This is an optimization exercise on Yosys and OpenROAD, whose aim is small area, a short achievable clock period and few clock cycles, not a production implementation. Function was checked by simulation only, so behaviour that the tests miss may differ from the original.

<file path="design/flow/design.v">
package scrod_pkg;
    localparam int QA_LIMIT_DEF    = 255;
    localparam int QB_SCALE_DEF    = 64;
    localparam int OUT_SCALE_DEF   = 400;
    localparam int NUM_BUCKETS_DEF = 8;
    localparam int ACT_W     = 16;
    localparam int WGT_W     = 8;
    localparam int BKT_W     = 3;
    localparam int SUM_W     = 32;
    localparam int EVAL_W    = 32;
    localparam int CFG_IDX_W = 3;
    localparam int CFG_DAT_W = 32;
endpackage
module scrod_d255_pre (
    input  logic [31:0] x,
    output logic [7:0]  p3,
    output logic [8:0]  p2,
    output logic [9:0]  p1,
    output logic [9:0]  p0
);
    logic [9:0] cs_s, cs_c;
    logic [9:0] d3, d2, d1, d0;
    assign d3 = {2'd0, x[31:24]};
    assign d2 = {2'd0, x[23:16]};
    assign d1 = {2'd0, x[15:8]};
    assign d0 = {2'd0, x[7:0]};
    assign p3 = x[31:24];
    assign p2 = 9'(d3 + d2);
    assign p1 = d3 + d2 + d1;
    assign cs_s = d3 ^ d2 ^ d1;
    assign cs_c = {(d3[8:0] & d2[8:0]) | (d3[8:0] & d1[8:0]) | (d2[8:0] & d1[8:0]), 1'b0};
    assign p0 = cs_s + cs_c + d0;
endmodule
module scrod_f255 (
    input  logic [9:0] p,
    output logic [2:0] f
);
    logic [8:0] hl;
    assign hl = {1'b0, p[7:0]} + {7'd0, p[9:8]} + 9'd1;
    assign f  = {1'b0, p[9:8]} + {2'd0, hl[8]};
endmodule
module scrod_d255_post (
    input  logic [7:0]  p3,
    input  logic [8:0]  p2,
    input  logic [9:0]  p1,
    input  logic [9:0]  p0,
    output logic [23:0] q,
    output logic        r254     
);
    logic [2:0] f2, f1, f0;
    scrod_f255 u_f2 (.p({1'b0, p2}), .f(f2));
    scrod_f255 u_f1 (.p(p1), .f(f1));
    scrod_f255 u_f0 (.p(p0), .f(f0));
    assign q[23:16] = p3 + {5'd0, f2};
    assign q[15:8]  = p2[7:0] + {5'd0, f1};
    assign q[7:0]   = p1[7:0] + {5'd0, f0};
    assign r254     = (p0 == 10'd254) || (p0 == 10'd509) || (p0 == 10'd764) || (p0 == 10'd1019);
endmodule
module scrod_csa #(
    parameter int W = 8
) (
    input  logic [W-1:0] a,
    input  logic [W-1:0] b,
    input  logic [W-1:0] c,
    output logic [W-1:0] s,
    output logic [W-1:0] cy     
);
    logic [W-1:0] m;
    assign s  = a ^ b ^ c;
    assign m  = (a & b) | (a & c) | (b & c);
    assign cy = {m[W-2:0], 1'b0};
endmodule
module scrod_square (
    input  logic [7:0]  c,
    output logic [15:0] sq
);
    logic [15:0] row [8];
    always_comb
    begin
        for (int i = 0; i < 8; i++)
        begin
            row[i] = '0;
            row[i][2*i] = c[i];
            for (int j = i + 1; j < 8; j++)
                row[i][i+j+1] = c[i] & c[j];
        end
    end
    logic [15:0] s1, c1, s2, c2, s3, c3, s4, c4, s5, c5, s6, c6;
    scrod_csa #(.W(16)) u1 (.a(row[0]), .b(row[1]), .c(row[2]), .s(s1), .cy(c1));
    scrod_csa #(.W(16)) u2 (.a(row[3]), .b(row[4]), .c(row[5]), .s(s2), .cy(c2));
    scrod_csa #(.W(16)) u3 (.a(s1),     .b(c1),     .c(s2),     .s(s3), .cy(c3));
    scrod_csa #(.W(16)) u4 (.a(c2),     .b(row[6]), .c(row[7]), .s(s4), .cy(c4));
    scrod_csa #(.W(16)) u5 (.a(s3),     .b(c3),     .c(s4),     .s(s5), .cy(c5));
    scrod_csa #(.W(16)) u6 (.a(s5),     .b(c5),     .c(c4),     .s(s6), .cy(c6));
    assign sq = s6 + c6;
endmodule
module scrod_bmul (
    input  logic [15:0] sq,
    input  logic [7:0]  w,
    output logic [23:0] p
);
    localparam logic [23:0] KSIGN = 24'h560000;    
    logic [23:0] row [4];
    logic [23:0] fix;
    always_comb
    begin
        fix = KSIGN;
        for (int j = 0; j < 4; j++)
        begin
            logic        b_hi, b_mid, b_lo;
            logic        one, two, neg;
            logic [16:0] mag;
            logic [16:0] sel;
            b_hi  = w[2*j+1];
            b_mid = w[2*j];
            b_lo  = (j == 0) ? 1'b0 : w[2*j-1];
            one   = b_mid ^ b_lo;
            two   = (b_hi & ~b_mid & ~b_lo) | (~b_hi & b_mid & b_lo);
            neg   = b_hi & ~(b_mid & b_lo);
            mag   = ({17{one}} & {1'b0, sq}) | ({17{two}} & {sq, 1'b0});
            sel   = mag ^ {17{neg}};
            row[j] = 24'({~neg, sel} << (2 * j));
            fix[2*j] = neg;
        end
    end
    logic [23:0] s1, c1, s2, c2, s3, c3;
    scrod_csa #(.W(24)) u1 (.a(row[0]), .b(row[1]), .c(row[2]), .s(s1), .cy(c1));
    scrod_csa #(.W(24)) u2 (.a(s1),     .b(c1),     .c(row[3]), .s(s2), .cy(c2));
    scrod_csa #(.W(24)) u3 (.a(s2),     .b(c2),     .c(fix),    .s(s3), .cy(c3));
    assign p = s3 + c3;
endmodule
module screlu_output_dot_product_core #(
    parameter int QA_LIMIT    = scrod_pkg::QA_LIMIT_DEF,
    parameter int QB_SCALE    = scrod_pkg::QB_SCALE_DEF,
    parameter int OUT_SCALE   = scrod_pkg::OUT_SCALE_DEF,
    parameter int NUM_BUCKETS = scrod_pkg::NUM_BUCKETS_DEF
) (
    input  logic                                clk,
    input  logic                                rst_n,
    input  logic                                push,
    output logic                                full,
    input  logic signed [scrod_pkg::ACT_W-1:0]  activation,
    input  logic signed [scrod_pkg::WGT_W-1:0]  weight,
    input  logic [scrod_pkg::BKT_W-1:0]         bucket,
    input  logic                                last,
    output logic                                empty,
    input  logic                                pop,
    output logic signed [scrod_pkg::EVAL_W-1:0] eval,
    input  logic                                cfg_we,
    input  logic [scrod_pkg::CFG_IDX_W-1:0]     cfg_index,
    input  logic [scrod_pkg::CFG_DAT_W-1:0]     cfg_data
);
    localparam int NMAX = 6;
    logic       full_reg;
    logic [2:0] n_reg;           
    logic       accept;
    logic       popd;
    logic [2:0] n_next;
    assign accept = push && !full_reg;
    assign full   = full_reg;
    logic       v0_reg;
    logic [7:0] c0_reg;
    logic [7:0] w0_reg;
    logic [2:0] b0_reg;
    logic       l0_reg;
    logic [7:0] clamped;
    assign clamped = activation[15]      ? 8'd0 :
                     (|activation[14:8]) ? 8'hFF : activation[7:0];
    always_ff @(posedge clk)
    begin
        c0_reg <= clamped;
        w0_reg <= weight;
        b0_reg <= bucket;
        l0_reg <= last;
    end
    logic        v1_reg;
    logic [15:0] sq1_reg;
    logic [7:0]  w1_reg;
    logic [2:0]  b1_reg;
    logic        l1_reg;
    logic [15:0] sq_calc;
    scrod_square u_square (
        .c  (c0_reg),
        .sq (sq_calc)
    );
    always_ff @(posedge clk)
    begin
        sq1_reg <= sq_calc;
        w1_reg  <= w0_reg;
        b1_reg  <= b0_reg;
        l1_reg  <= l0_reg;
    end
    logic        v2_reg;
    logic [23:0] p2_reg;
    logic [2:0]  b2_reg;
    logic        l2_reg;
    logic [23:0] p_calc;
    scrod_bmul u_bmul (
        .sq (sq1_reg),
        .w  (w1_reg),
        .p  (p_calc)
    );
    always_ff @(posedge clk)
    begin
        p2_reg <= v1_reg ? p_calc : 24'd0;
        b2_reg <= b1_reg;
        l2_reg <= l1_reg;
    end
    logic [31:0] acc_reg;        
    logic        clo_reg;        
    logic        j3_reg;         
    logic [2:0]  b3_reg;
    logic [31:0] acc_base;
    assign acc_base = clo_reg ? 32'd0 : acc_reg;
    always_ff @(posedge clk)
    begin
        acc_reg <= acc_base + {{8{p2_reg[23]}}, p2_reg};
        b3_reg  <= b2_reg;
    end
    logic [31:0] bias_reg [8];
    logic [7:0]  bval_reg;       
    always_ff @(posedge clk)
    begin
        if (cfg_we)
            bias_reg[cfg_index] <= cfg_data;
    end
    logic        bv1_reg, bv2_reg, bv3_reg, bv4_reg;
    logic        adv1, adv2, adv3, adv4;
    logic [7:0]  a_p3_reg;
    logic [8:0]  a_p2_reg;
    logic [9:0]  a_p1_reg, a_p0_reg;
    logic        a_s_reg;
    logic [2:0]  a_bk_reg;
    logic        sa;
    logic [7:0]  a_p3;
    logic [8:0]  a_p2;
    logic [9:0]  a_p1, a_p0;
    assign sa = acc_reg[31];
    scrod_d255_pre u_pre_a (
        .x  ({1'b0, acc_reg[30:0] ^ {31{sa}}}),
        .p3 (a_p3),
        .p2 (a_p2),
        .p1 (a_p1),
        .p0 (a_p0)
    );
    always_ff @(posedge clk)
    begin
        if (adv1)
        begin
            a_p3_reg <= a_p3;
            a_p2_reg <= a_p2;
            a_p1_reg <= a_p1;
            a_p0_reg <= a_p0;
            a_s_reg  <= sa;
            a_bk_reg <= b3_reg;
        end
    end
    logic [32:0] t2_reg;
    logic [23:0] qa;
    logic        adj;
    logic [31:0] bsel;
    scrod_d255_post u_post_a (
        .p3   (a_p3_reg),
        .p2   (a_p2_reg),
        .p1   (a_p1_reg),
        .p0   (a_p0_reg),
        .q    (qa),
        .r254 (adj)
    );
    assign bsel = bval_reg[a_bk_reg] ? bias_reg[a_bk_reg] : 32'd0;
    always_ff @(posedge clk)
    begin
        if (adv2)
            t2_reg <= {bsel[31], bsel} + {{9{a_s_reg}}, qa ^ {24{a_s_reg}}}
                    + {32'd0, a_s_reg && !adj};
    end
    logic [7:0]  c_p3_reg;
    logic [8:0]  c_p2_reg;
    logic [9:0]  c_p1_reg, c_p0_reg;
    logic [1:0]  c_l_reg;
    logic        c_s_reg;
    logic [31:0] wq;
    logic [7:0]  c_p3;
    logic [8:0]  c_p2;
    logic [9:0]  c_p1, c_p0;
    assign wq = {{t2_reg[32], t2_reg[32:26]} - {7'd0, t2_reg[32]}, t2_reg[25:2]};
    scrod_d255_pre u_pre_c (
        .x  (wq),
        .p3 (c_p3),
        .p2 (c_p2),
        .p1 (c_p1),
        .p0 (c_p0)
    );
    always_ff @(posedge clk)
    begin
        if (adv3)
        begin
            c_p3_reg <= c_p3;
            c_p2_reg <= c_p2;
            c_p1_reg <= c_p1;
            c_p0_reg <= c_p0;
            c_l_reg  <= t2_reg[1:0];
            c_s_reg  <= t2_reg[32];
        end
    end
    logic [23:0] m4_reg;
    logic [6:0]  g4_reg;
    logic        s4_reg;
    logic [8:0]  gk;
    logic [14:0] gv;
    logic [8:0]  ghl;
    logic [6:0]  g_calc;
    always_comb
    begin
        case ({c_s_reg, c_l_reg})
            3'b000:  gk = 9'd0;
            3'b001:  gk = 9'd6;
            3'b010:  gk = 9'd12;
            3'b011:  gk = 9'd18;
            3'b100:  gk = 9'd254;
            3'b101:  gk = 9'd261;
            3'b110:  gk = 9'd267;
            default: gk = 9'd273;
        endcase
    end
    assign gv     = {1'b0, c_p0_reg, 4'd0} + {2'd0, c_p0_reg, 3'd0} + {5'd0, c_p0_reg}
                  + {6'd0, gk};
    assign ghl    = {2'd0, gv[14:8]} + {1'b0, gv[7:0]} + 9'd1;
    assign g_calc = gv[14:8] + {6'd0, ghl[8]};
    always_ff @(posedge clk)
    begin
        if (adv4)
        begin
            m4_reg <= {14'd0, c_p1_reg} + {7'd0, c_p2_reg, 8'd0} + {c_p3_reg, 16'd0};
            g4_reg <= g_calc;
            s4_reg <= c_s_reg;
        end
    end
    logic [26:0] e_calc;
    logic [26:0] m27;
    assign m27    = {3'd0, m4_reg};
    assign e_calc = (m27 << 4) + (m27 << 3) + m27 + {20'd0, g4_reg}
                  - {2'd0, s4_reg, 24'd0};
    logic        o0v_reg;
    logic        o1v_reg;
    logic [26:0] o0_reg;
    logic [26:0] o1_reg;
    logic        land;
    assign popd = pop && o0v_reg;
    assign land = bv4_reg && !o1v_reg;
    assign adv4 = !bv4_reg || !o1v_reg;
    assign adv3 = !bv3_reg || adv4;
    assign adv2 = !bv2_reg || adv3;
    assign adv1 = !bv1_reg || adv2;
    always_ff @(posedge clk)
    begin
        if (o1v_reg)
        begin
            if (popd)
                o0_reg <= o1_reg;
        end
        else if (o0v_reg && !popd)
        begin
            if (land)
                o1_reg <= e_calc;
        end
        else
        begin
            if (land)
                o0_reg <= e_calc;
        end
    end
    assign n_next = n_reg + {2'd0, accept && last} - {2'd0, popd};
    always_ff @(posedge clk or negedge rst_n)
    begin
        if (!rst_n)
        begin
            full_reg <= 1'b0;
            n_reg    <= 3'd0;
            v0_reg   <= 1'b0;
            v1_reg   <= 1'b0;
            v2_reg   <= 1'b0;
            clo_reg  <= 1'b1;
            j3_reg   <= 1'b0;
            bval_reg <= 8'd0;
            bv1_reg  <= 1'b0;
            bv2_reg  <= 1'b0;
            bv3_reg  <= 1'b0;
            bv4_reg  <= 1'b0;
            o0v_reg  <= 1'b0;
            o1v_reg  <= 1'b0;
        end
        else
        begin
            full_reg <= (n_next >= 3'(NMAX));
            n_reg    <= n_next;
            v0_reg   <= accept;
            v1_reg   <= v0_reg;
            v2_reg   <= v1_reg;
            if (v2_reg)
                clo_reg <= l2_reg;
            j3_reg   <= v2_reg && l2_reg;
            if (cfg_we)
                bval_reg[cfg_index] <= 1'b1;
            if (adv1)
                bv1_reg <= j3_reg;
            if (adv2)
                bv2_reg <= bv1_reg;
            if (adv3)
                bv3_reg <= bv2_reg;
            if (adv4)
                bv4_reg <= bv3_reg;
            if (o1v_reg)
            begin
                if (popd)
                    o1v_reg <= 1'b0;
            end
            else if (o0v_reg && !popd)
            begin
                if (land)
                    o1v_reg <= 1'b1;
            end
            else
                o0v_reg <= land;
        end
    end
    assign empty = !o0v_reg;
    assign eval  = {{5{o0_reg[26]}}, o0_reg};
endmodule
</file>
<file path="design/flow/run.sh">
#!/bin/bash
# synth_recipe.tcl (not shown) runs the flow's synth.tcl, then flattens the netlist and writes it again
# the make line also repeats each setting of config.mk as NAME=value (left out here)
make -C /OpenROAD-flow-scripts/flow DESIGN_CONFIG=/design/flow/config.mk WORK_HOME=/design/flow/orfs CLKGATE_MAP_FILE= SYNTH_SCRIPT=/design/flow/synth_recipe.tcl finish
</file>
<file path="design/flow/config.mk">
export PLATFORM = sky130hd
export DESIGN_NAME = screlu_output_dot_product_core
export DESIGN_NICKNAME = screlu_output_dot_product_core
export VERILOG_FILES = /design/flow/design.v
export SDC_FILE = /design/flow/constraint.sdc
export NUM_CORES = 4
export LEC_CHECK = 0
export CAP_MARGIN = 20
export CORE_MARGIN = 2
export CORE_UTILIZATION = 40
export SETUP_SLACK_MARGIN = 4.0
export SLEW_MARGIN = 20
</file>
<file path="design/flow/constraint.sdc">
create_clock -name core_clock -period 8.5 [get_ports {clk}]
set_input_delay 1.7000 -clock core_clock [delete_from_list [all_inputs] [get_ports {clk}]]
set_output_delay 1.7000 -clock core_clock [all_outputs]
set_load 0.01 [all_outputs]
</file>
==> flow_metrics.env, run 1 <==
export IMPL_status="timing/DRC/antenna clean"
export IMPL_fin_area_um2=41800
export IMPL_post_dp_hpwl_um=52400
export IMPL_synth_nets=3551
export IMPL_ys_flop_type="edfxtp_1"
export IMPL_fin_hold_ws_ns=0.324
export IMPL_maxCapViolCount=0
export IMPL_first_pass_iters=5
export IMPL_die_h_um=304
export IMPL_synthAdderAreaFrac_pct=18.0
export IMPL_drc=0
export IMPL_synthSimpleGateAreaFrac_pct=8.26
export IMPL_grt_pass1_vias=23200
export IMPL_floorplan_initialDensity_pct=40.2
export IMPL_wl_per_cell_um=16.7
export IMPL_cts_sinks=591
export IMPL_grt_ovfl_total=0
export IMPL_synth_top_family_by_area="adder cells"
export IMPL_clk_insertion_delay_late_ns=0.65
export IMPL_clockBufferDepth=3
export IMPL_rows=110
export IMPL_wl_um=73700
export IMPL_synth_edf_count=455
export IMPL_boundaryPins=102
export IMPL_grtUsageTotal_pct=16.2
export IMPL_vias_per_cell=5.16
export IMPL_synthMuxAreaShare_pct=5.95
export IMPL_drive_above_1_share_pct=11.9
export IMPL_worstMarginPinSlew_ns=0.776
export IMPL_drt_iter0_drc=1184
export IMPL_fin_crit_ns=4.70
export IMPL_fmax_mhz=213
export IMPL_finalSetupTns_ns=0
export IMPL_dpl_cell_area_um2=38500
export IMPL_area_growth_pct=15.8
export IMPL_end_kind="register"
export IMPL_gp_congestion=0.833
export IMPL_post_route_period_util_pct=55.3
export IMPL_yosysSeqAreaShare_pct=45.8
export IMPL_start_kind="register"
export IMPL_synthXorXnorAreaFrac_pct=7.14
export IMPL_cpPeakStageDelay_ns=0.50
export IMPL_syn_area_per_cell_um2=11.9
export IMPL_slew_headroom_pct=48.3
export IMPL_critPathKind="register to register"
export IMPL_cpMaxStageDelayCell="edfxtp_1"
export IMPL_holdBufCountCts=0
export IMPL_required_ns=8.87
export IMPL_ant_nets=0
export IMPL_vias=22800
export IMPL_yosys_warnings=7
export IMPL_htreeDepth=3
export IMPL_grt_max_degree=45
export IMPL_core_area_um2=89600
export IMPL_cts_buffers=70
export IMPL_antenna_found_initial=2
export IMPL_cts_root_buf="clkbuf_16"
export IMPL_final_common_cell="edfxtp_1"
export IMPL_arrival_ns=5.07
export IMPL_final_max_slew_viol_count=0
export IMPL_crit_path_cell_trace="buf_6 -> nor2_2 -> xnor2_1 -> ha_1 -> ha_4 -> ha_4 -> inv_1 -> fa_2 -> nor2b_4 -> o2111ai_4 -> a21o_1 -> and3_4 -> or3_4 -> ha_4 -> nand4_1 -> a21o_1 -> o31ai_2 -> ha_2 -> ha_4 -> nand4_1 -> xnor2_1"
export IMPL_port_buffers=101
export IMPL_die_x_um=304
export IMPL_die_area_um2=92500
export IMPL_worst_path_buf_inv=2
export IMPL_grt_first_pass_wirelength_um=121000
export IMPL_ys_ff_latch=591
export IMPL_crit_path_max_fanout=4
export IMPL_async_flop_share_pct=3.89
export IMPL_worst_path_dominant_cell_family="adder cells"
export IMPL_syn_inst=3040
export IMPL_synth_compound_area_share_pct=10.4
export IMPL_hp_class="register to register"
export IMPL_nNetsFinal=3699
export IMPL_synth_distinct_cells=81
export IMPL_finalSetupViolCount=0
export IMPL_cts_tree="yes"
export IMPL_synth_area_um2=36000
export IMPL_fin_skew_ns=0.0442
export IMPL_final_fill_count=8048
export IMPL_cts_clk_slew_worst_paths_ns=0.06
export IMPL_rsz0062_at_grt="true"
export IMPL_cp_common_cell="ha_4"
export IMPL_largest_reg_flops=256
export IMPL_mostFrequentLayoutCells="455 x edfxtp_1, 316 x inv_1, 304 x ha_1"
export IMPL_hold_viol_final=0
-- Yosys cell counts (17+ instances only) --
library cell / instances / area [um^2]
inv_1: 322 / 1210
mux2_2: 23 / 259
a22oi_1: 43 / 323
xor2_1: 119 / 1040
a31oi_1: 20 / 125
a21o_1: 76 / 571
and3_1: 26 / 163
o21bai_1: 23 / 173
nor2_1: 143 / 537
clkbuf_1: 74 / 278
nor2b_1: 63 / 394
and2_1: 47 / 294
dfrtp_1: 22 / 551
nand4_1: 17 / 106
mux2i_1: 40 / 400
a21oi_1: 152 / 761
mux4_2: 66 / 1490
ha_1: 318 / 3980
nand3_1: 42 / 210
dfxtp_1: 113 / 2260
nor3_1: 32 / 160
nand2_1: 151 / 567
xnor2_1: 175 / 1530
nand2b_1: 22 / 138
fa_1: 125 / 2500
o21ai_0: 82 / 410
edfxtp_1: 455 / 13700
o21a_1: 31 / 233
a211oi_1: 21 / 158
-- through the flow --
step                      instances  setup WS [ns]  utilization, %
final                          4422           3.80            46.6
after global routing           4422           3.63            46.6
after CTS                      4392           3.75            46.1
after detailed placement       4244           2.97            43.0
after global placement         4244           3.11            43.0
after floorplan                3040           3.95               -
-- area by class of cell --
class	instances	area [um^2]	area share, %
diodes	1	2.50	0.00599
repair buffers	172	1600	3.83
clock buffers	84	1870	4.47
multi-input cells	2027	18500	44.3
clock inverters	45	572	1.37
well taps	1176	1470	3.52
repair inverters	1	5.00	0.0120
inverters	325	1230	2.95
flip-flops and latches	591	16500	39.6
-- routing by layer --
layer,global-route usage (%),wire length [um]
met3,2.72,3300
met5,0,16
met1,21.4,33600
met4,4.21,1280
met2,27.5,35600
-- cell families after synthesis --
kind of cell             count (synthesis)
AND/OR/NAND/NOR                        599
flip-flops                             591
AO/OA/AOI/OAI                          562
adder cells (fa/ha/maj)                443
buffers and inverters                  422
XOR/XNOR                               294
multiplexers                           129
-- worst paths after layout --
path                       startpoint          end  slack (ns)  cells past startpoint
min in group asynchronous       rst_n  bval_reg[4]        1.13                      1
max in group asynchronous       rst_n     n_reg[0]        6.82                      1
setup reg to reg              c_s_reg    g4_reg[6]        3.80                     21
setup / recovery              c_s_reg    g4_reg[6]        3.80                     21
hold / removal              w0_reg[6]    w1_reg[6]        0.32                      0
hold reg to reg             w0_reg[6]    w1_reg[6]        0.32                      0
-- timing repair --
action,CTS,global route
setup buffers,18,28
cloned,1,0
resized for setup,37,40
endpoints found under the setup margin,40,36
pin swaps,22,39
Testbench counts, summed over its fixed seeds: cycles 37,108.
==> inputs of run 2 (changes only) <==
--- a/design/flow/design.v
+++ b/design/flow/design.v
@@ -94,39 +94,49 @@
     scrod_csa #(.W(16)) u6 (.a(s5),     .b(c5),     .c(c4),     .s(s6), .cy(c6));
     assign sq = s6 + c6;
 endmodule
+module scrod_benc (
+    input  logic [7:0] w,
+    output logic [3:0] one,
+    output logic [3:0] two,
+    output logic [3:0] neg
+);
+    always_comb
+    begin
+        for (int j = 0; j < 4; j++)
+        begin
+            logic b_hi, b_mid, b_lo;
+            b_hi   = w[2*j+1];
+            b_mid  = w[2*j];
+            b_lo   = (j == 0) ? 1'b0 : w[2*j-1];
+            one[j] = b_mid ^ b_lo;
+            two[j] = (b_hi & ~b_mid & ~b_lo) | (~b_hi & b_mid & b_lo);
+            neg[j] = b_hi & ~(b_mid & b_lo);
+        end
+    end
+endmodule
 module scrod_bmul (
     input  logic [15:0] sq,
-    input  logic [7:0]  w,
+    input  logic [3:0]  one,
+    input  logic [3:0]  two,
+    input  logic [3:0]  neg,
     output logic [23:0] p
 );
-    localparam logic [23:0] KSIGN = 24'h560000;    
-    logic [23:0] row [4];
-    logic [23:0] fix;
+    logic [16:0] sel [4];
     always_comb
     begin
-        fix = KSIGN;
         for (int j = 0; j < 4; j++)
-        begin
-            logic        b_hi, b_mid, b_lo;
-            logic        one, two, neg;
-            logic [16:0] mag;
-            logic [16:0] sel;
-            b_hi  = w[2*j+1];
-            b_mid = w[2*j];
-            b_lo  = (j == 0) ? 1'b0 : w[2*j-1];
-            one   = b_mid ^ b_lo;
-            two   = (b_hi & ~b_mid & ~b_lo) | (~b_hi & b_mid & b_lo);
-            neg   = b_hi & ~(b_mid & b_lo);
-            mag   = ({17{one}} & {1'b0, sq}) | ({17{two}} & {sq, 1'b0});
-            sel   = mag ^ {17{neg}};
-            row[j] = 24'({~neg, sel} << (2 * j));
-            fix[2*j] = neg;
-        end
+            sel[j] = (({17{one[j]}} & {1'b0, sq}) | ({17{two[j]}} & {sq, 1'b0})) ^ {17{neg[j]}};
     end
+    logic [23:0] r0, r1, r2, r3, r4;
+    assign r0 = {4'd0, ~neg[0], neg[0], neg[0], sel[0]};
+    assign r1 = {3'd0, 1'b1, ~neg[1], sel[1], 1'b0, neg[0]};
+    assign r2 = {1'd0, 1'b1, ~neg[2], sel[2], 1'b0, neg[1], 2'd0};
+    assign r3 = {~neg[3], sel[3], 1'b0, neg[2], 4'd0};
+    assign r4 = {17'd0, neg[3], 6'd0};
     logic [23:0] s1, c1, s2, c2, s3, c3;
-    scrod_csa #(.W(24)) u1 (.a(row[0]), .b(row[1]), .c(row[2]), .s(s1), .cy(c1));
-    scrod_csa #(.W(24)) u2 (.a(s1),     .b(c1),     .c(row[3]), .s(s2), .cy(c2));
-    scrod_csa #(.W(24)) u3 (.a(s2),     .b(c2),     .c(fix),    .s(s3), .cy(c3));
+    scrod_csa #(.W(24)) u1 (.a(r0), .b(r1), .c(r2), .s(s1), .cy(c1));
+    scrod_csa #(.W(24)) u2 (.a(s1), .b(c1), .c(r3), .s(s2), .cy(c2));
+    scrod_csa #(.W(24)) u3 (.a(s2), .b(c2), .c(r4), .s(s3), .cy(c3));
     assign p = s3 + c3;
 endmodule
 module screlu_output_dot_product_core #(
@@ -175,7 +185,8 @@
     end
     logic        v1_reg;
     logic [15:0] sq1_reg;
-    logic [7:0]  w1_reg;
+    logic [3:0]  bo1_reg, bt1_reg, bn1_reg;    
+    logic [3:0]  bo_calc, bt_calc, bn_calc;
     logic [2:0]  b1_reg;
     logic        l1_reg;
     logic [15:0] sq_calc;
@@ -186,7 +197,9 @@
     always_ff @(posedge clk)
     begin
         sq1_reg <= sq_calc;
-        w1_reg  <= w0_reg;
+        bo1_reg <= bo_calc;
+        bt1_reg <= bt_calc;
+        bn1_reg <= bn_calc;
         b1_reg  <= b0_reg;
         l1_reg  <= l0_reg;
     end
@@ -195,10 +208,18 @@
     logic [2:0]  b2_reg;
     logic        l2_reg;
     logic [23:0] p_calc;
+    scrod_benc u_benc (
+        .w   (w0_reg),
+        .one (bo_calc),
+        .two (bt_calc),
+        .neg (bn_calc)
+    );
     scrod_bmul u_bmul (
-        .sq (sq1_reg),
-        .w  (w1_reg),
-        .p  (p_calc)
+        .sq  (sq1_reg),
+        .one (bo1_reg),
+        .two (bt1_reg),
+        .neg (bn1_reg),
+        .p   (p_calc)
     );
     always_ff @(posedge clk)
     begin
@@ -277,13 +298,27 @@
     logic [7:0]  c_p3_reg;
     logic [8:0]  c_p2_reg;
     logic [9:0]  c_p1_reg, c_p0_reg;
-    logic [1:0]  c_l_reg;
+    logic [8:0]  c_gk_reg;
     logic        c_s_reg;
     logic [31:0] wq;
     logic [7:0]  c_p3;
     logic [8:0]  c_p2;
     logic [9:0]  c_p1, c_p0;
     assign wq = {{t2_reg[32], t2_reg[32:26]} - {7'd0, t2_reg[32]}, t2_reg[25:2]};
+    logic [8:0]  gk;
+    always_comb
+    begin
+        case ({t2_reg[32], t2_reg[1:0]})
+            3'b000:  gk = 9'd0;
+            3'b001:  gk = 9'd6;
+            3'b010:  gk = 9'd12;
+            3'b011:  gk = 9'd18;
+            3'b100:  gk = 9'd254;
+            3'b101:  gk = 9'd261;
+            3'b110:  gk = 9'd267;
+            default: gk = 9'd273;
+        endcase
+    end
     scrod_d255_pre u_pre_c (
         .x  (wq),
         .p3 (c_p3),
@@ -299,48 +334,64 @@
             c_p2_reg <= c_p2;
             c_p1_reg <= c_p1;
             c_p0_reg <= c_p0;
-            c_l_reg  <= t2_reg[1:0];
+            c_gk_reg <= gk;
             c_s_reg  <= t2_reg[32];
         end
     end
     logic [23:0] m4_reg;
     logic [6:0]  g4_reg;
     logic        s4_reg;
-    logic [8:0]  gk;
+    logic        gc4_reg;
     logic [14:0] gv;
     logic [8:0]  ghl;
     logic [6:0]  g_calc;
-    always_comb
-    begin
-        case ({c_s_reg, c_l_reg})
-            3'b000:  gk = 9'd0;
-            3'b001:  gk = 9'd6;
-            3'b010:  gk = 9'd12;
-            3'b011:  gk = 9'd18;
-            3'b100:  gk = 9'd254;
-            3'b101:  gk = 9'd261;
-            3'b110:  gk = 9'd267;
-            default: gk = 9'd273;
-        endcase
-    end
-    assign gv     = {1'b0, c_p0_reg, 4'd0} + {2'd0, c_p0_reg, 3'd0} + {5'd0, c_p0_reg}
-                  + {6'd0, gk};
+    logic [14:0] gs1, gc1, gs2, gc2;
+    scrod_csa #(.W(15)) u_g1 (
+        .a  ({1'b0, c_p0_reg, 4'd0}),
+        .b  ({2'd0, c_p0_reg, 3'd0}),
+        .c  ({5'd0, c_p0_reg}),
+        .s  (gs1),
+        .cy (gc1)
+    );
+    scrod_csa #(.W(15)) u_g2 (
+        .a  (gs1),
+        .b  (gc1),
+        .c  ({6'd0, c_gk_reg}),
+        .s  (gs2),
+        .cy (gc2)
+    );
+    assign gv     = gs2 + gc2;
     assign ghl    = {2'd0, gv[14:8]} + {1'b0, gv[7:0]} + 9'd1;
-    assign g_calc = gv[14:8] + {6'd0, ghl[8]};
+    assign g_calc = gv[14:8];      
     always_ff @(posedge clk)
     begin
         if (adv4)
         begin
             m4_reg <= {14'd0, c_p1_reg} + {7'd0, c_p2_reg, 8'd0} + {c_p3_reg, 16'd0};
             g4_reg <= g_calc;
+            gc4_reg <= ghl[8];
             s4_reg <= c_s_reg;
         end
     end
     logic [26:0] e_calc;
     logic [26:0] m27;
     assign m27    = {3'd0, m4_reg};
-    assign e_calc = (m27 << 4) + (m27 << 3) + m27 + {20'd0, g4_reg}
-                  - {2'd0, s4_reg, 24'd0};
+    logic [26:0] es1, ec1, es2, ec2;
+    scrod_csa #(.W(27)) u_e1 (
+        .a  (m27 << 4),
+        .b  (m27 << 3),
+        .c  (m27),
+        .s  (es1),
+        .cy (ec1)
+    );
+    scrod_csa #(.W(27)) u_e2 (
+        .a  (es1),
+        .b  (ec1),
+        .c  ({{3{s4_reg}}, 17'd0, g4_reg}),
+        .s  (es2),
+        .cy (ec2)
+    );
+    assign e_calc = es2 + {ec2[26:1], gc4_reg};
     logic        o0v_reg;
     logic        o1v_reg;
     logic [26:0] o0_reg;
--- a/design/flow/config.mk
+++ b/design/flow/config.mk
@@ -8,5 +8,5 @@
 export CAP_MARGIN = 20
 export CORE_MARGIN = 2
 export CORE_UTILIZATION = 40
-export SETUP_SLACK_MARGIN = 4.0
+export SETUP_SLACK_MARGIN = 4.3
 export SLEW_MARGIN = 20
==> run 2 against run 1 <==
  * Area after synthesis down 2.6%
  * Final area down 1.7%
  * First-iteration DRC count up 18%
  * Critical path depth down 2
  * Sequential share of layout area up 1.3 points
  * Final cell count down 5.0%
  * Critical endpoint is now t2_reg[29]
  * Largest cell class unchanged
==> flow_metrics.env, run 2 <==
export IMPL_cts_buffers=70
export IMPL_hp_class="register to register"
export IMPL_wl_per_cell_um=17.1
export IMPL_post_route_period_util_pct=52.4
export IMPL_grt_busiest_layer="met2"
export IMPL_synth_area_um2=35100
export IMPL_r2r_start="a_p0_reg[1]"
export IMPL_fmax_mhz=225
export IMPL_grt_max_degree=65
export IMPL_grt_pass1_vias=22800
export IMPL_largest_reg_flops=256
export IMPL_final_common_cell="edfxtp_1"
export IMPL_yosysSeqAreaShare_pct=47.6
export IMPL_arrival_ns=4.81
export IMPL_grt_ovfl_total=0
export IMPL_gp_congestion=0.885
export IMPL_cts_sinks=600
export IMPL_critPathKind="register to register"
export IMPL_end_kind="register"
export IMPL_rows=108
export IMPL_mostFrequentLayoutCells="460 x edfxtp_1, 273 x ha_1, 249 x inv_1"
export IMPL_die_h_um=300
export IMPL_vias=21700
export IMPL_cts_root_buf="clkbuf_16"
export IMPL_grtUsageTotal_pct=16.1
export IMPL_yosys_warnings=7
export IMPL_crit_path_max_fanout=5
export IMPL_vias_per_cell=5.16
export IMPL_hold_depth=0
export IMPL_required_ns=8.86
export IMPL_boundaryPins=102
export IMPL_start_kind="register"
export IMPL_ys_flop_type="edfxtp_1"
export IMPL_antenna_cells=0
export IMPL_post_dp_hpwl_um=51100
export IMPL_wl_um=71700
export IMPL_cts_clk_slew_worst_paths_ns=0.06
export IMPL_hold_start="b2_reg[2]"
export IMPL_ant_nets=0
export IMPL_htreeDepth=3
export IMPL_first_pass_iters=5
export IMPL_drt_iter0_drc=1399
export IMPL_clk_insertion_delay_late_ns=0.63
export IMPL_met1_usage_pct=21.1
export IMPL_r2r_slack_ns=4.05
export IMPL_syn_area_per_cell_um2=12.4
export IMPL_rsz0062_at_grt="true"
export IMPL_ys_top_cells_by_area="edfxtp_1 39%, ha_1 10%, fa_1 7.2%, dfxtp_1 6.7%, xnor2_1 4.2%"
export IMPL_fin_hold_ws_ns=0.324
export IMPL_die_area_um2=90200
export IMPL_holdBufCountCts=0
export IMPL_status="timing/DRC/antenna clean"
export IMPL_maxCapViolCount=0
export IMPL_slew_headroom_pct=48.3
export IMPL_fin_crit_ns=4.45
export IMPL_synth_most_common_cell="edfxtp_1"
export IMPL_worstMarginPinSlew_ns=0.775
export IMPL_nNetsFinal=3475
export IMPL_grt_use_met3_pct=2.18
export IMPL_hold_end="b3_reg[2]"
export IMPL_finalSetupTns_ns=0
export IMPL_die_x_um=300
export IMPL_hold_viol_final=0
export IMPL_core_area_um2=86900
export IMPL_final_fill_count=7665
export IMPL_floorplan_initialDensity_pct=40.4
export IMPL_fin_skew_ns=0.0429
export IMPL_final_max_slew_viol_count=0
export IMPL_met2_usage_pct=27.7
export IMPL_ys_ff_latch=600
export IMPL_area_growth_pct=16.9
export IMPL_async_flop_share_pct=3.83
export IMPL_synth_largest_area_cell="edfxtp_1"
export IMPL_synth_edf_count=460
export IMPL_antenna_found_initial=1
export IMPL_cts_tree="yes"
export IMPL_clockBufferDepth=3
export IMPL_ys_top_cells_by_count="460 x edfxtp_1, 290 x ha_1, 251 x inv_1, 170 x xnor2_1, 149 x a21oi_1"
export IMPL_drc=0
export IMPL_syn_inst=2834
export IMPL_port_buffers=101
export IMPL_synth_nets=3318
export IMPL_synth_distinct_cells=80
export IMPL_reg2regPathDepth=19
export IMPL_synth_top_cell_area_share_pct=39.3
export IMPL_grt_first_pass_wirelength_um=118000
export IMPL_drive_above_1_share_pct=14.3
export IMPL_finalSetupViolCount=0
export IMPL_r2r_end="t2_reg[29]"
## run 2: cell types whose count changed in the layout (fill, tap and decap cells not counted), moves of 9 or more
cell      previous run  this run
nor4_1              12         2
xor2_1             118       142
nor2b_1             61        50
dfxtp_1            104        90
o21ai_0             79        61
and2_1              47        37
o21ai_1              3        16
ha_1               304       273
a21oi_1            145       134
a211oi_1            19        10
dfxtp_2              4        16
nand2_1            149       104
inv_1              316       249
nand3_1             38        29
## run 2: layout make-up
class | count | area, um^2 | share of cell area [%]
sequential | 600 | 16800 | 40.9
clock buffer | 93 | 1950 | 4.75
timing repair buffer | 174 | 1680 | 4.09
clock inverter | 33 | 383 | 0.933
inverter | 252 | 946 | 2.30
tap | 1155 | 1450 | 3.52
multi-input combinational | 1893 | 17900 | 43.5
## run 2: worst max path at each step
stage / startpoint / to / depth (start not counted)
after floorplan: cfg_index[2] / bias_reg[0][0] / 2
final: a_p0_reg[1] / t2_reg[29] / 19
after global placement: bn1_reg[0] / p2_reg[23] / 14
after CTS: a_p0_reg[1] / t2_reg[29] / 19
after global routing: a_p0_reg[1] / t2_reg[29] / 19
after detailed placement: bn1_reg[0] / p2_reg[23] / 14
## run 2: cells by family after synthesis
kind of cell,count (synthesis),synth area share (%)
muxes,130,6.16
xor gates and xnor gates,317,7.90
and+or+nand+nor,510,7.25
buffers and inverters,341,3.72
DFF,600,47.6
adders and majority gates,416,17.5
AOI/OAI and AO/OA,520,9.83
## run 2: repair_timing
item / CTS / global route
pin swaps: 20 / 63
setup buffers: 25 / 28
gates resized for setup: 64 / 93
setup endpoints to repair: 40 / 37
## run 2: metrics by stage
step / cell area (um^2) / cells / worst slack, ns / utilization, %
final: 41100 / 4200 / 4.05 / 47.2
after global routing: 41100 / 4200 / 3.82 / 47.2
after CTS: 40300 / 4172 / 4.03 / 46.4
after detailed placement: 37500 / 4021 / 3.15 / 43.1
after global placement: 37500 / 4021 / 3.19 / 43.1
after floorplan: 35200 / 2834 / 3.86 / -
## run 2: worst max-delay path, stage by stage, from the launching register on
cell	delay (ns)
edfxtp_1	0.45
ha_1	0.32
nor2b_4	0.14
o21ai_2	0.05
nor2_1	0.12
fa_2	0.23
inv_2	0.04
fa_2	0.35
nor2b_2	0.13
nand2_1	0.08
xnor2_1	0.14
ha_2	0.38
nand2_2	0.06
o31a_1	0.31
o211a_1	0.25
o21ai_2	0.12
o21ai_2	0.08
or4b_4	0.50
nand4_1	0.09
or3b_1	0.34
## run 2: metal layers
metal | part of all wire, % | wire, um
met1 | 46 | 32700
met5 | 0.015 | 11
met3 | 3.4 | 2450
met2 | 49 | 35200
met4 | 2.0 | 1440
Testbench counts of run 2, summed over its fixed seeds: cycles 37,108.
==> inputs of run 3 (changes only) <==
--- a/design/flow/design.v
+++ b/design/flow/design.v
@@ -160,7 +160,7 @@
     input  logic [scrod_pkg::CFG_IDX_W-1:0]     cfg_index,
     input  logic [scrod_pkg::CFG_DAT_W-1:0]     cfg_data
 );
-    localparam int NMAX = 6;
+    localparam int NMAX = 5;
     logic       full_reg;
     logic [2:0] n_reg;           
     logic       accept;
@@ -393,33 +393,18 @@
     );
     assign e_calc = es2 + {ec2[26:1], gc4_reg};
     logic        o0v_reg;
-    logic        o1v_reg;
     logic [26:0] o0_reg;
-    logic [26:0] o1_reg;
-    logic        land;
-    assign popd = pop && o0v_reg;
-    assign land = bv4_reg && !o1v_reg;
-    assign adv4 = !bv4_reg || !o1v_reg;
-    assign adv3 = !bv3_reg || adv4;
-    assign adv2 = !bv2_reg || adv3;
-    assign adv1 = !bv1_reg || adv2;
+    logic        ofree;
+    assign popd  = pop && o0v_reg;
+    assign ofree = !o0v_reg || pop;
+    assign adv4  = !bv4_reg || ofree;
+    assign adv3  = !bv3_reg || adv4;
+    assign adv2  = !bv2_reg || adv3;
+    assign adv1  = !bv1_reg || adv2;
     always_ff @(posedge clk)
     begin
-        if (o1v_reg)
-        begin
-            if (popd)
-                o0_reg <= o1_reg;
-        end
-        else if (o0v_reg && !popd)
-        begin
-            if (land)
-                o1_reg <= e_calc;
-        end
-        else
-        begin
-            if (land)
-                o0_reg <= e_calc;
-        end
+        if (ofree && bv4_reg)
+            o0_reg <= e_calc;
     end
     assign n_next = n_reg + {2'd0, accept && last} - {2'd0, popd};
     always_ff @(posedge clk or negedge rst_n)
@@ -439,7 +424,6 @@
             bv3_reg  <= 1'b0;
             bv4_reg  <= 1'b0;
             o0v_reg  <= 1'b0;
-            o1v_reg  <= 1'b0;
         end
         else
         begin
@@ -461,18 +445,8 @@
                 bv3_reg <= bv2_reg;
             if (adv4)
                 bv4_reg <= bv3_reg;
-            if (o1v_reg)
-            begin
-                if (popd)
-                    o1v_reg <= 1'b0;
-            end
-            else if (o0v_reg && !popd)
-            begin
-                if (land)
-                    o1v_reg <= 1'b1;
-            end
-            else
-                o0v_reg <= land;
+            if (ofree)
+                o0v_reg <= bv4_reg;
         end
     end
     assign empty = !o0v_reg;
==> run 3 against run 2 <==
  * Utilization is 0.17 points higher
  * Register-to-register slack better by 0.22 ns
  * Clock-buffer cell count down 13
  * Critical endpoint is now t2_reg[32]
  * Highest routed layer unchanged
==> flow_metrics.env, run 3 <==
export IMPL_grt_pass1_vias=22000
export IMPL_worstMarginPinSlew_ns=0.765
export IMPL_grt_max_degree=65
export IMPL_cts_sinks=572
export IMPL_place_ws_ns=3.60
export IMPL_die_area_um2=86900
export IMPL_post_route_period_util_pct=49.8
export IMPL_drive_above_1_share_pct=14.0
export IMPL_grt_ovfl_total=0
export IMPL_dpl_cell_area_um2=36200
export IMPL_antenna_found_initial=4
export IMPL_reg2regPathDepth=18
export IMPL_ys_flop_type="edfxtp_1"
export IMPL_drc=0
export IMPL_grtUsageTotal_pct=16.6
export IMPL_r2r_slack_ns=4.27
export IMPL_fmax_mhz=236
export IMPL_wl_per_cell_um=17.3
export IMPL_final_common_cell="edfxtp_1"
export IMPL_synth_edf_count=433
export IMPL_antenna_cells=0
export IMPL_syn_inst=2753
export IMPL_ys_top_cells_by_area="edfxtp_1 38%, ha_1 11%, fa_1 7.5%, dfxtp_1 6.9%, xnor2_1 4.6%"
export IMPL_fin_crit_ns=4.23
export IMPL_setup_worst_path_end="t2_reg[32]"
export IMPL_cpMaxStageDelayCell="fa_2"
export IMPL_gp_congestion=0.858
export IMPL_fin_skew_ns=0.0296
export IMPL_htreeDepth=3
export IMPL_synth_area_um2=33800
export IMPL_utilization_pct=47.4
export IMPL_boundaryPins=102
export IMPL_finalSetupTns_ns=0
export IMPL_rows=106
export IMPL_ant_nets=0
export IMPL_post_dp_hpwl_um=49600
export IMPL_required_ns=8.87
export IMPL_cts_tree="yes"
export IMPL_finalSetupViolCount=0
export IMPL_syn_area_per_cell_um2=12.3
export IMPL_r2r_end="t2_reg[32]"
export IMPL_cts_root_buf="clkbuf_16"
export IMPL_clk_insertion_delay_late_ns=0.63
export IMPL_cts_buffers=67
export IMPL_first_pass_iters=5
export IMPL_fin_ws_ns=4.27
export IMPL_start_kind="register"
export IMPL_final_max_slew_viol_count=0
export IMPL_crit_path_max_fanout=3
export IMPL_floorplan_initialDensity_pct=40.4
export IMPL_synth_nets=3237
export IMPL_holdBufCountCts=0
export IMPL_worst_path_buf_inv=2
export IMPL_fin_hold_ws_ns=0.327
export IMPL_synth_most_common_cell="edfxtp_1"
export IMPL_stdcell_count=4101
export IMPL_critPathKind="register to register"
export IMPL_rsz0062_at_grt="true"
export IMPL_final_fill_count=7333
export IMPL_core_area_um2=83700
export IMPL_largest_reg_flops=256
export IMPL_area_growth_pct=17.3
export IMPL_nNetsFinal=3399
export IMPL_crit_path_cell_trace="ha_1 -> nor2b_4 -> o21ai_2 -> nor2_2 -> fa_2 -> inv_2 -> fa_2 -> xnor2_2 -> inv_1 -> fa_2 -> nand2b_4 -> a211oi_4 -> o211ai_1 -> nand3_2 -> a21oi_4 -> o31ai_4 -> a2111oi_2 -> mux2_4"
export IMPL_arrival_ns=4.60
export IMPL_die_x_um=295
export IMPL_hp_class="register to register"
export IMPL_worst_path_dominant_cell_family="adder cells"
export IMPL_synth_distinct_cells=76
export IMPL_clockBufferDepth=3
export IMPL_wl_um=70900
export IMPL_maxCapViolCount=0
export IMPL_yosys_warnings=7
export IMPL_mostFrequentLayoutCells="433 x edfxtp_1, 277 x ha_1, 236 x inv_1"
export IMPL_vias=21100
export IMPL_ys_top_cells_by_count="433 x edfxtp_1, 290 x ha_1, 239 x inv_1, 177 x xnor2_1, 141 x xor2_1"
export IMPL_grt_first_pass_wirelength_um=115000
export IMPL_hold_depth=0
export IMPL_synth_largest_area_cell="edfxtp_1"
export IMPL_hold_viol_final=0
export IMPL_async_flop_share_pct=3.85
export IMPL_worst_path_stages=18
export IMPL_status="timing/DRC/antenna clean"
export IMPL_yosysSeqAreaShare_pct=47.0
export IMPL_synth_top_cell_area_share_pct=38.4
export IMPL_r2r_start="a_p0_reg[1]"
export IMPL_die_h_um=295
export IMPL_dpl_cell_count=3917
export IMPL_port_buffers=101
export IMPL_ys_ff_latch=572
export IMPL_vias_per_cell=5.15
export IMPL_end_kind="register"
export IMPL_drt_iter0_drc=1171
export IMPL_cp_common_cell="fa_2"
export IMPL_cts_clk_slew_worst_paths_ns=0.06
export IMPL_fin_area_um2=39700
export IMPL_slew_headroom_pct=49.0
export IMPL_worstSetupStartpoint="a_p0_reg[1]"
export IMPL_cpPeakStageDelay_ns=0.44
-- run 3: changes by cell type after synthesis, sizes merged, moves of 7 or more --
cell	before	now
a21o	71	78
nor2	148	133
o21bai	28	20
o21ai	85	77
xnor2	170	177
edfxtp	460	433
o21a	27	18
nand3	31	40
a21boi	1	8
mux2	28	5
inv	251	239
a21oi	149	139
nor2b	53	61
-- run 3: worst register-to-register path: cells and delay by family, from the launching register on --
| family | cells | cell delay, ns |
|---|---|---|
| xor gates and xnor gates | 1 | 0.20 |
| adders and majority gates | 4 | 1.48 |
| AOI/OAI and AO/OA | 6 | 0.97 |
| muxes | 1 | 0.27 |
| DFF | 1 | 0.40 |
| and+or+nand+nor | 4 | 0.50 |
| buffers and inverters | 2 | 0.17 |
-- run 3: metal layers --
metal	vias to the layer above	GRT usage, %	share of wire, %
li1	10200	-	-
met1	10400	21.9	45
met3	97	3.02	4.6
met2	399	27.9	48
met4	8	4.54	1.8
met5	-	0	0.076
-- run 3: cell families after synthesis --
| group | synth area share [%] |
|---|---|
| buf+inv | 3.80 |
| mux | 5.68 |
| simple gates | 7.52 |
| xor+xnor | 8.23 |
| compound gates | 9.60 |
| fa+ha+maj | 18.2 |
| flops | 47.0 |
-- run 3: timing repair --
| item | CTS | global route |
|---|---|---|
| endpoints found under the setup margin | 36 | 30 |
| gates cloned | 1 | 0 |
| setup buffers | 40 | 22 |
| pin swaps | 45 | 61 |
| gates resized for setup | 82 | 88 |
-- run 3: how the worst min path moves through the flow --
stage / from / endpoint / slack (ns)
2_1_floorplan: b0_reg[0] / b1_reg[0] / 0.31
3_3_place_gp: b0_reg[1] / b1_reg[1] / 0.32
3_5_place_dp: b1_reg[1] / b2_reg[1] / 0.32
4_1_cts: b1_reg[0] / b2_reg[0] / 0.33
5_1_grt: b0_reg[2] / b1_reg[2] / 0.34
6_report: b1_reg[0] / b2_reg[0] / 0.33
-- run 3: layout make-up --
type                            count  area, um^2  area share, %
Multi-Input combinational cell   1846       17400           43.8
Sequential cell                   572       15900           40.2
Timing Repair Buffer              188        1780           4.48
Clock buffer                       80        1770           4.45
Tap cell                         1134        1420           3.58
Inverter                          240         901           2.27
Clock inverter                     41         489           1.23
Testbench counts of run 3, summed over its fixed seeds: cycles 37,123.
==> inputs of run 4 (changes only) <==
--- a/design/flow/design.v
+++ b/design/flow/design.v
@@ -178,7 +178,7 @@
                      (|activation[14:8]) ? 8'hFF : activation[7:0];
     always_ff @(posedge clk)
     begin
-        c0_reg <= clamped;
+        c0_reg <= accept ? clamped : 8'd0;
         w0_reg <= weight;
         b0_reg <= bucket;
         l0_reg <= last;
@@ -223,7 +223,7 @@
     );
     always_ff @(posedge clk)
     begin
-        p2_reg <= v1_reg ? p_calc : 24'd0;
+        p2_reg <= p_calc;
         b2_reg <= b1_reg;
         l2_reg <= l1_reg;
     end
@@ -288,7 +288,12 @@
         .q    (qa),
         .r254 (adj)
     );
-    assign bsel = bval_reg[a_bk_reg] ? bias_reg[a_bk_reg] : 32'd0;
+    always_comb
+    begin
+        bsel = '0;
+        for (int i = 0; i < 8; i++)
+            bsel = bsel | (bias_reg[i] & {32{bval_reg[i] && (a_bk_reg == 3'(i))}});
+    end
     always_ff @(posedge clk)
     begin
         if (adv2)
==> run 4 against run 3 <==
  * Still clean
  * Clock skew is 0.010 ns higher
  * Worst setup slack better by 0.066 ns
  * Sequential share of layout area grew 0.75 points
  * Flip-flop and latch count fell by 3
  * Die area decreased by 1.6%
  * Highest routed layer is now met4
==> flow_metrics.env, run 4 <==
export IMPL_status="timing/DRC/antenna clean"
export IMPL_required_ns=8.84
export IMPL_fin_crit_ns=4.16
export IMPL_final_max_slew_viol_count=0
export IMPL_finalSetupTns_ns=0
export IMPL_syn_inst=2809
export IMPL_first_pass_iters=5
export IMPL_synth_compound_area_share_pct=13.6
export IMPL_finalSetupViolCount=0
export IMPL_place_ws_ns=3.86
export IMPL_synth_distinct_cells=86
export IMPL_worstMarginPinSlew_ns=0.966
export IMPL_r2r_start="c_p0_reg[0]"
export IMPL_core_area_um2=82200
export IMPL_critPathKind="register to register"
export IMPL_reg2regPathDepth=16
export IMPL_post_dp_hpwl_um=51100
export IMPL_worstSetupStartpoint="c_p0_reg[0]"
export IMPL_port_buffers=101
export IMPL_start_kind="register"
export IMPL_yosysSeqAreaShare_pct=47.6
export IMPL_grt_max_degree=46
export IMPL_final_common_cell="edfxtp_1"
export IMPL_cts_tree="yes"
export IMPL_wl_met3_um=2900
export IMPL_post_route_period_util_pct=49.0
export IMPL_fmax_mhz=240
export IMPL_htreeDepth=3
export IMPL_ys_flop_type="edfxtp_1"
export IMPL_wl_per_cell_um=17.9
export IMPL_synth_area_um2=33300
export IMPL_cts_root_buf="clkbuf_16"
export IMPL_die_x_um=293
export IMPL_vias_per_cell=5.31
export IMPL_ys_ff_latch=569
export IMPL_synth_largest_area_cell="edfxtp_1"
export IMPL_synth_edf_count=433
export IMPL_routed_top_layer="met4"
export IMPL_die_h_um=293
export IMPL_area_growth_pct=16.6
export IMPL_async_flop_share_pct=3.87
export IMPL_grt_ovfl_total=0
export IMPL_r2r_end="gc4_reg"
export IMPL_grt_first_pass_wirelength_um=117000
export IMPL_slew_headroom_pct=35.4
export IMPL_syn_area_per_cell_um2=11.9
export IMPL_synth_most_common_cell="edfxtp_1"
export IMPL_yosys_warnings=7
export IMPL_drc=0
export IMPL_setup_worst_path_end="gc4_reg"
export IMPL_synth_top_cell_area_share_pct=39.1
export IMPL_antenna_found_initial=2
export IMPL_fin_hold_ws_ns=0.326
export IMPL_synthXorXnorAreaFrac_pct=8.29
export IMPL_synth_top_family_by_area="adder cells"
export IMPL_fin_area_um2=38800
export IMPL_mostFrequentLayoutCells="433 x edfxtp_1, 279 x ha_1, 227 x inv_1"
export IMPL_r2r_slack_ns=4.34
export IMPL_rsz0062_at_grt="true"
export IMPL_synthAdderAreaFrac_pct=18.5
export IMPL_boundaryPins=102
export IMPL_cts_clk_slew_worst_paths_ns=0.06
export IMPL_clockBufferDepth=3
export IMPL_cts_sinks=569
export IMPL_fin_ws_ns=4.34
export IMPL_synth_nets=3293
export IMPL_ys_top_cells_by_area="edfxtp_1 39%, ha_1 11%, fa_1 7.6%, dfxtp_1 6.9%, xnor2_1 5.0%"
export IMPL_clk_insertion_delay_late_ns=0.62
export IMPL_hold_viol_final=0
export IMPL_grt_pass1_vias=22200
export IMPL_dpl_cell_count=3904
export IMPL_holdBufCountCts=0
export IMPL_drive_above_1_share_pct=9.93
export IMPL_nNetsFinal=3420
export IMPL_crit_path_max_fanout=4
export IMPL_ant_nets=0
export IMPL_gp_congestion=0.864
export IMPL_end_kind="register"
export IMPL_maxCapViolCount=0
export IMPL_arrival_ns=4.50
export IMPL_wl_um=72700
export IMPL_synthSimpleGateAreaFrac_pct=8.13
export IMPL_stdcell_count=4064
export IMPL_fin_skew_ns=0.0399
export IMPL_rows=105
export IMPL_drt_iter0_drc=1236
export IMPL_wl_met2_um=37100
export IMPL_hp_class="register to register"
export IMPL_ys_top_cells_by_count="433 x edfxtp_1, 290 x ha_1, 228 x inv_1, 190 x xnor2_1, 177 x a22oi_1"
export IMPL_cts_buffers=68
export IMPL_grtUsageTotal_pct=17.0
export IMPL_dpl_cell_area_um2=35500
export IMPL_vias=21600
export IMPL_die_area_um2=85600
export IMPL_floorplan_initialDensity_pct=40.5
export IMPL_met1Wirelength_um=31400
export IMPL_synthMuxAreaShare_pct=0.192
export IMPL_largest_reg_flops=256
export IMPL_utilization_pct=47.2
run 4: layer usage:
metal  up-vias  global-route usage [%]
met3        96                    2.66
met4         0                    4.13
met5         -                       0
li1      10500                       -
met1     10600                    21.5
met2       389                    30.4
run 4: area by class of cell:
cell class	count	area [um^2]
fill	7297	43400
clock buffer	80	1770
sequential	569	15900
multi-input combinational	1911	16700
antenna	2	5.00
inverter	229	865
timing repair buffer	157	1490
clock inverter	46	742
tap	1070	1340
run 4: cells by family (layout without fill, tap and decap cells):
logic type,count (synthesis),count (layout)
AOI/OAI and AO/OA,653,653
adders and majority gates,416,416
buffers and inverters,329,512
xor gates and xnor gates,315,315
other,0,2
DFF,569,569
and+or+nand+nor,521,521
muxes,6,6
run 4: worst max-delay path: stages, from the launching register on:
cell and delay, ns:
edfxtp_1 0.43, fa_1 0.55, inv_1 0.05, fa_1 0.49, inv_1 0.07, ha_4 0.24, a21oi_4 0.13, o221a_2 0.24
nor3b_2 0.06, o21a_1 0.20, o21a_1 0.22, o21a_2 0.24, o311ai_4 0.31, ha_4 0.27, a21oi_1 0.13, a211oi_1 0.08
or2_1 0.20
run 4: repair_timing:
action | 4_1_cts | 5_1_grt
pin swaps | 13 | 30
setup buffers | 10 | 22
resized for setup | 38 | 90
setup endpoints to repair | 22 | 31
run 4: how the worst min path moves through the flow:
stage               from        end  slack, ns  depth (start not counted)
2_1_floorplan  b0_reg[0]  b1_reg[0]       0.31                          0
3_3_place_gp   b0_reg[0]  b1_reg[0]       0.32                          0
3_5_place_dp   b0_reg[1]  b1_reg[1]       0.31                          0
4_1_cts        b0_reg[1]  b1_reg[1]       0.33                          0
5_1_grt           l1_reg     l2_reg       0.33                          0
6_report       b1_reg[0]  b2_reg[0]       0.33                          0
Testbench counts of run 4, summed over its fixed seeds: cycles 37,123.
==> inputs of run 5 (changes only) <==
--- a/design/flow/config.mk
+++ b/design/flow/config.mk
@@ -8,5 +8,5 @@
 export CAP_MARGIN = 20
 export CORE_MARGIN = 2
 export CORE_UTILIZATION = 40
-export SETUP_SLACK_MARGIN = 4.3
+export SETUP_SLACK_MARGIN = 4.9
 export SLEW_MARGIN = 20
==> run 5 against run 4 <==
  * Still clean
  * Global-route usage increased by 0.41 points
  * Flip-flop and latch count unchanged
  * Die area unchanged
  * Area after synthesis unchanged
  * Non-clock buffer count is 107 higher
  * Worst setup slack worse by 0.012 ns
  * Synthesized cell count unchanged
  * Utilization up 2.5 points
==> flow_metrics.env, run 5 <==
export IMPL_synth_edf_count=433
export IMPL_post_dp_hpwl_um=50600
export IMPL_ys_flop_type="edfxtp_1"
export IMPL_vias_per_cell=5.34
export IMPL_rows=105
export IMPL_yosys_warnings=7
export IMPL_cts_buffers=66
export IMPL_routed_top_layer="met4"
export IMPL_ant_nets=0
export IMPL_wl_met3_um=3510
export IMPL_wl_met2_um=38600
export IMPL_grtUsageTotal_pct=17.4
export IMPL_synth_distinct_cells=86
export IMPL_synth_area_um2=33300
export IMPL_fin_crit_ns=4.18
export IMPL_wl_per_cell_um=18.1
export IMPL_fmax_mhz=239
export IMPL_hold_viol_final=0
export IMPL_grt_max_degree=46
export IMPL_cts_root_buf="clkbuf_16"
export IMPL_port_buffers=101
export IMPL_worstMarginPinSlew_ns=0.650
export IMPL_worst_path_buf_inv=1
export IMPL_final_max_slew_viol_count=0
export IMPL_critPathKind="register to register"
export IMPL_start_kind="register"
export IMPL_grt_pass1_vias=22800
export IMPL_die_area_um2=85600
export IMPL_largest_reg_flops=256
export IMPL_ys_top_cells_by_area="edfxtp_1 39%, ha_1 11%, fa_1 7.6%, dfxtp_1 6.9%, xnor2_1 5.0%"
export IMPL_slew_headroom_pct=56.6
export IMPL_grt_ovfl_total=0
export IMPL_antenna_found_initial=0
export IMPL_mostFrequentLayoutCells="433 x edfxtp_1, 242 x ha_1, 211 x inv_1"
export IMPL_ys_top_cells_by_count="433 x edfxtp_1, 290 x ha_1, 228 x inv_1, 190 x xnor2_1, 177 x a22oi_1"
export IMPL_dpl_cell_count=3902
export IMPL_synth_largest_area_cell="edfxtp_1"
export IMPL_drc=0
export IMPL_antenna_cells=0
export IMPL_drive_above_1_share_pct=19.1
export IMPL_vias=22200
export IMPL_wl_um=75600
export IMPL_grt_first_pass_wirelength_um=120000
export IMPL_boundaryPins=102
export IMPL_finalSetupViolCount=0
export IMPL_drt_iter0_drc=1295
export IMPL_clockBufferDepth=3
export IMPL_cpMaxStageDelayCell="fa_1"
export IMPL_syn_inst=2809
export IMPL_cts_clk_slew_worst_paths_ns=0.06
export IMPL_cts_tree="yes"
export IMPL_required_ns=8.96
export IMPL_cpPeakStageDelay_ns=0.57
export IMPL_holdBufCountCts=0
export IMPL_met1Wirelength_um=31800
export IMPL_die_h_um=293
export IMPL_fin_skew_ns=0.0246
export IMPL_stdcell_count=4164
export IMPL_final_fill_count=7061
export IMPL_synth_most_common_cell="edfxtp_1"
export IMPL_hp_class="register to register"
export IMPL_worst_path_dominant_cell_family="adder cells"
export IMPL_post_route_period_util_pct=49.1
export IMPL_crit_path_cell_trace="buf_6 -> fa_1 -> fa_1 -> ha_4 -> nand3_2 -> nor2_1 -> a211o_1 -> o21a_1 -> o21a_1 -> o211ai_1 -> o311ai_4 -> ha_4 -> nand4_1 -> a2111oi_0 -> or2_1"
export IMPL_maxCapViolCount=0
export IMPL_gp_congestion=0.860
export IMPL_async_flop_share_pct=3.87
export IMPL_end_kind="register"
export IMPL_synth_top_cell_area_share_pct=39.1
export IMPL_yosysSeqAreaShare_pct=47.6
export IMPL_final_common_cell="edfxtp_1"
export IMPL_synth_nets=3293
export IMPL_arrival_ns=4.63
export IMPL_nNetsFinal=3525
export IMPL_utilization_pct=49.7
export IMPL_floorplan_initialDensity_pct=40.5
export IMPL_rsz0062_at_grt="true"
export IMPL_core_area_um2=82200
export IMPL_syn_area_per_cell_um2=11.9
export IMPL_die_x_um=293
export IMPL_crit_path_max_fanout=3
export IMPL_first_pass_iters=6
export IMPL_status="timing/DRC/antenna clean"
export IMPL_htreeDepth=3
export IMPL_ys_ff_latch=569
export IMPL_fin_hold_ws_ns=0.327
export IMPL_clk_insertion_delay_late_ns=0.61
export IMPL_area_growth_pct=22.7
export IMPL_finalSetupTns_ns=0
export IMPL_cts_sinks=569
[run 5: cell families after synthesis]
| group | count (synthesis) | share of synthesized area [%] |
|---|---|---|
| muxes | 6 | 0.192 |
| xor gates and xnor gates | 315 | 8.29 |
| adders and majority gates | 416 | 18.5 |
| buffers and inverters | 329 | 3.80 |
| and+or+nand+nor | 521 | 8.13 |
| DFF | 569 | 47.6 |
| AOI/OAI and AO/OA | 653 | 13.6 |
[run 5: path summary, 6_finish.rpt]
| check | startpoint | endpoint | slack (ns) | cells after the start |
|---|---|---|---|---|
| max in group asynchronous | rst_n | clo_reg | 6.68 | 2 |
| setup reg to reg | c_p0_reg[4] | gc4_reg | 4.32 | 15 |
| hold / removal | l1_reg | l2_reg | 0.33 | 0 |
| hold reg to reg | l1_reg | l2_reg | 0.33 | 0 |
| min in group asynchronous | rst_n | bval_reg[7] | 1.49 | 2 |
| setup / recovery | c_p0_reg[4] | gc4_reg | 4.32 | 15 |
[run 5: through the flow]
| stage | setup WS, ns | cell area [um^2] |
|---|---|---|
| final | 4.32 | 40900 |
| after global routing | 4.20 | 40900 |
| after CTS | 4.34 | 39400 |
| after detailed placement | 3.92 | 35800 |
| after global placement | 3.95 | 35800 |
| after floorplan | 4.60 | 33800 |
[run 5: per-layer routing]
layer  vias to the layer above  track usage [%]
li1                      10700                -
met1                     11000             21.9
met2                       486             31.0
met3                       105             2.56
met4                         0             4.94
met5                         -                0
[run 5: what timing repair did]
item                       CTS  global route
gates cloned                 0             1
gates resized for setup    174           171
pin swaps                   87           116
buffers inserted            81            58
setup endpoints to repair   75            75
[run 5: cell type report]
type	instances	area, um^2	share of cell area [%]
Inverter	229	867	2.12
Clock inverter	42	497	1.22
Sequential cell	569	15900	39.0
Multi-Input combinational cell	1911	18100	44.2
Tap cell	1070	1340	3.28
Timing Repair Buffer	264	2430	5.95
Clock buffer	79	1750	4.29

[re-timing with driven ports]
No port has a modelled driver above. Below, the same layouts with a new extraction and two added sets of constraints. Step 1 (the two cells are an assumption about what drives the block):
set clk [get_ports {clk}]
set_driving_cell -lib_cell sky130_fd_sc_hd__clkbuf_16 $clk
set_driving_cell -lib_cell sky130_fd_sc_hd__buf_2 [delete_from_list [all_inputs] $clk]
Step 2 also shifts input and output timing later by t, the mid clock arrival at the registers, as if the neighbouring blocks saw the same clock. Slacks: ideal / step 1 / step 2; pairs: ideal / step 1.
run	t, ns	setup slack, ns	clock arrival spread, ns
run 1	0.698	3.798 / 3.798 / 3.798	0.050 / 0.051
run 2	0.674	4.050 / 4.050 / 4.050	0.044 / 0.044
run 3	0.686	4.271 / 4.271 / 4.271	0.034 / 0.034
run 4	0.672	4.336 / 4.336 / 4.336	0.049 / 0.049
run 5	0.662	4.324 / 4.324 / 4.324	0.028 / 0.028
After both steps every run listed still meets setup and hold.
